Source: an optimization exercise on an open RTL-to-GDS flow (aim: small area and a short achievable clock period). Production flows keep margins and buffers that such runs may drop. Power is estimated from default activity; no workload was simulated.

== alpha ==
==> module trace_buffer, before the edit <==
module trace_buffer #(
  parameter int XLEN    = 32,
  parameter int DEPTH   = 16,
  parameter int STAMP_W = 16,
  parameter int WRAP    = 0
) (
  input  logic                       clock,
  input  logic                       reset,
  input  logic                       arm,
  input  logic                       stop,
  input  logic                       trig_en,
  input  logic [XLEN-1:0]            trig_pc,
  input  logic                       in_valid,
  input  logic [31:0]                in_instr,
  input  logic [XLEN-1:0]            in_pc,
  input  logic [XLEN-1:0]            in_alu,
  output logic                       rd_valid,
  input  logic                       rd_ready,
  output logic [31:0]                rd_instr,
  output logic [XLEN-1:0]            rd_pc,
  output logic [XLEN-1:0]            rd_alu,
  output logic [STAMP_W-1:0]         rd_stamp,
  output logic [$clog2(DEPTH+1)-1:0] count,
  output logic [1:0]                 state,
  output logic                       overflow
);
  localparam int W = 32 + 2*XLEN + STAMP_W;    
  localparam int R = 15;                        
  logic [1:0]         st;
  logic [4:0]         cnt;
  logic               nempty;                   
  logic               ovf;
  logic [R-1:0]       wr_oh, rd_oh;
  logic [STAMP_W-1:0] stamp;
  logic               started;
  logic [W-1:0]       head;
  logic [W-1:0]       ring [R];
  wire s_armed = (st == 2'd1);
  wire s_capt  = (st == 2'd2);
  wire full    = cnt[4];
  wire le1     = (cnt[4:1] == 4'd0);              
  wire hit     = s_armed && trig_en && in_valid && (in_pc == trig_pc);
  wire hitp    = hit && !stop;                       
  wire push_c  = s_capt && in_valid && !stop;        
  wire pop     = nempty && rd_ready;
  wire wr_c    = push_c && (!full || pop);
  wire wr_ring = wr_c && !(cnt == 5'd0) && !((cnt == 5'd1) && pop);
  logic [4:0] cnt_n;
  always_comb begin
    cnt_n = cnt;
    if (s_armed)            cnt_n = {4'd0, hitp};
    else if (wr_c && !pop)  cnt_n = cnt + 5'd1;
    else if (pop && !wr_c)  cnt_n = cnt - 5'd1;
  end
  always_ff @(posedge clock or posedge reset) begin
    if (reset) begin
      st     <= 2'd0;
      cnt    <= '0;
      nempty <= 1'b0;
      ovf    <= 1'b0;
    end else if (arm) begin
      st     <= 2'd1;
      cnt    <= '0;
      nempty <= 1'b0;
      ovf    <= 1'b0;
    end else begin
      case (st)
        2'd1: begin
          if (stop)                  st <= 2'd3;
          else if (!trig_en || hit)  st <= 2'd2;
        end
        2'd2: if (stop) st <= 2'd3;
        default: ;
      endcase
      cnt    <= cnt_n;
      nempty <= !le1 || hitp || push_c || (nempty && !rd_ready);
      if (push_c && full && !pop) ovf <= 1'b1;
    end
  end
  always_ff @(posedge clock) begin
    if (arm) begin
      wr_oh   <= R'(1);
      rd_oh   <= R'(1);
      stamp   <= '0;
      started <= 1'b0;
    end else begin
      if (s_armed) begin
        stamp   <= {{(STAMP_W-1){1'b0}}, hitp};
        started <= hitp;
      end else begin
        if (wr_ring) wr_oh <= {wr_oh[R-2:0], wr_oh[R-1]};
        if (s_capt && (push_c || started)) stamp <= stamp + STAMP_W'(1);
        if (push_c) started <= 1'b1;
      end
      if (pop && !le1) rd_oh <= {rd_oh[R-2:0], rd_oh[R-1]};
    end
  end
  wire [W-1:0] wdata = {in_instr, in_pc, in_alu, stamp};
  wire wr_ok = !full || rd_ready;
  always_ff @(posedge clock) begin
    for (int i = 0; i < R; i++)
      if (wr_ok && wr_oh[i]) ring[i] <= wdata;
  end
  wire ld   = !nempty || rd_ready;
  wire h_in = ld && le1;
  wire h_rg = ld && !le1;
  logic [W-1:0] hdata;
  always_comb begin
    hdata = (head & {W{!ld}}) | (wdata & {W{h_in}});
    for (int i = 0; i < R; i++)
      hdata = hdata | (ring[i] & {W{rd_oh[i] && h_rg}});
  end
  always_ff @(posedge clock) head <= hdata;
  assign {rd_instr, rd_pc, rd_alu, rd_stamp} = head;
  assign rd_valid = nempty;
  assign count    = cnt;
  assign state    = st;
  assign overflow = ovf;
endmodule
export LEC_CHECK = 0
export CAP_MARGIN = 20
export CORE_MARGIN = 2
export CORE_UTILIZATION = 60
export CTS_BUF_LIST = sky130_fd_sc_hd__clkbuf_16
export CTS_CLUSTER_DIAMETER = 100
export CTS_CLUSTER_SIZE = 30
export SETUP_SLACK_MARGIN = 2.8
export SLEW_MARGIN = 20
create_clock -name core_clock -period 5.0 [get_ports {clock}]
standard.sh (not shown) runs the stock make flow with config.mk's settings and CLKGATE_MAP_FILE= SYNTH_SCRIPT=/design/flow/synth_recipe.tcl, a recipe that flattens the netlist after the stock synthesis.
==> flow/flow/run.sh <==
#!/bin/bash
# Standard ORFS layout (the standard.sh, unchanged synthesis), with the
# port buffers made from plain buf_2 cells instead of the default delay-cell
# choice, so timing repair can size them like any other buffer.
set -euo pipefail
bash standard.sh "BUFFER_PORTS_ARGS=-buffer_cell sky130_fd_sc_hd__buf_2" finish > standard.log 2>&1
alpha | stages: all done | timing, DRC, antenna: all pass
Setup changes, alpha to beta
diff --git a/flow/design.v b/flow/design.v
--- a/flow/design.v
+++ b/flow/design.v
@@ -32,4 +32,5 @@
   logic               ovf;
   logic [R-1:0]       wr_oh, rd_oh;
+  logic [R-1:0]       wr_ohn;                   
   logic [STAMP_W-1:0] stamp;
   logic               started;
@@ -81,4 +82,5 @@
     if (arm) begin
       wr_oh   <= R'(1);
+      wr_ohn  <= ~R'(1);
       rd_oh   <= R'(1);
       stamp   <= '0;
@@ -89,5 +91,8 @@
         started <= hitp;
       end else begin
-        if (wr_ring) wr_oh <= {wr_oh[R-2:0], wr_oh[R-1]};
+        if (wr_ring) begin
+          wr_oh  <= {wr_oh[R-2:0], wr_oh[R-1]};
+          wr_ohn <= {wr_ohn[R-2:0], wr_ohn[R-1]};
+        end
         if (s_capt && (push_c || started)) stamp <= stamp + STAMP_W'(1);
         if (push_c) started <= 1'b1;
@@ -99,6 +104,10 @@
   wire wr_ok = !full || rd_ready;
   always_ff @(posedge clock) begin
-    for (int i = 0; i < R; i++)
-      if (wr_ok && wr_oh[i]) ring[i] <= wdata;
+    for (int i = 0; i < R; i++) begin
+      logic ld_i, hd_i;
+      ld_i = wr_ok && wr_oh[i];
+      hd_i = wr_ohn[i] || (full && !rd_ready);
+      ring[i] <= (wdata & {W{ld_i}}) | (ring[i] & {W{hd_i}});
+    end
   end
   wire ld   = !nempty || rd_ready;
Findings:
beta vs alpha: global-route usage up in beta
Part of the power in combinational logic was lower in the run labelled alpha.
| row count | beta vs alpha | 2 higher |
The final reports for beta and alpha show area added between synthesis and finish lower in the former.
The lower combined area of the multi-input logic cells came out of alpha.
Min die area across beta and alpha: alpha
The final layout from beta, which completed every stage, passed the timing, design-rule and antenna checks at the end of the flow.
When beta is measured against alpha, its routed metal-1 wire length turns out about 38% higher.
No functional check of the RTL was part of any run of this note.

port drivers added, routing unchanged:
The results above use ideal ports. As a check the final layouts listed here were re-extracted and re-timed, cells and wires unchanged.
Step 1 assumes that a clkbuf_16 drives the clock port and a buf_2 every other input.
Step 2 also shifts input and output timing later by t, the mid clock arrival at the registers, as if the neighbouring blocks saw the same clock.
Slacks: no drivers / after step 1 / after step 2; pairs: no drivers / after step 1.
run	shift t [ns]	slack for setup (ns)	pins driven straight from the clock port
alpha	0.766	2.552 / 2.555 / 1.832	1
beta	0.786	2.646 / 2.569 / 1.989	1
After both steps setup and hold are still met in every run listed. For alpha, which loses most, drivers alone change the setup slack by +0.003 ns; drivers and shift together by -0.720 ns.
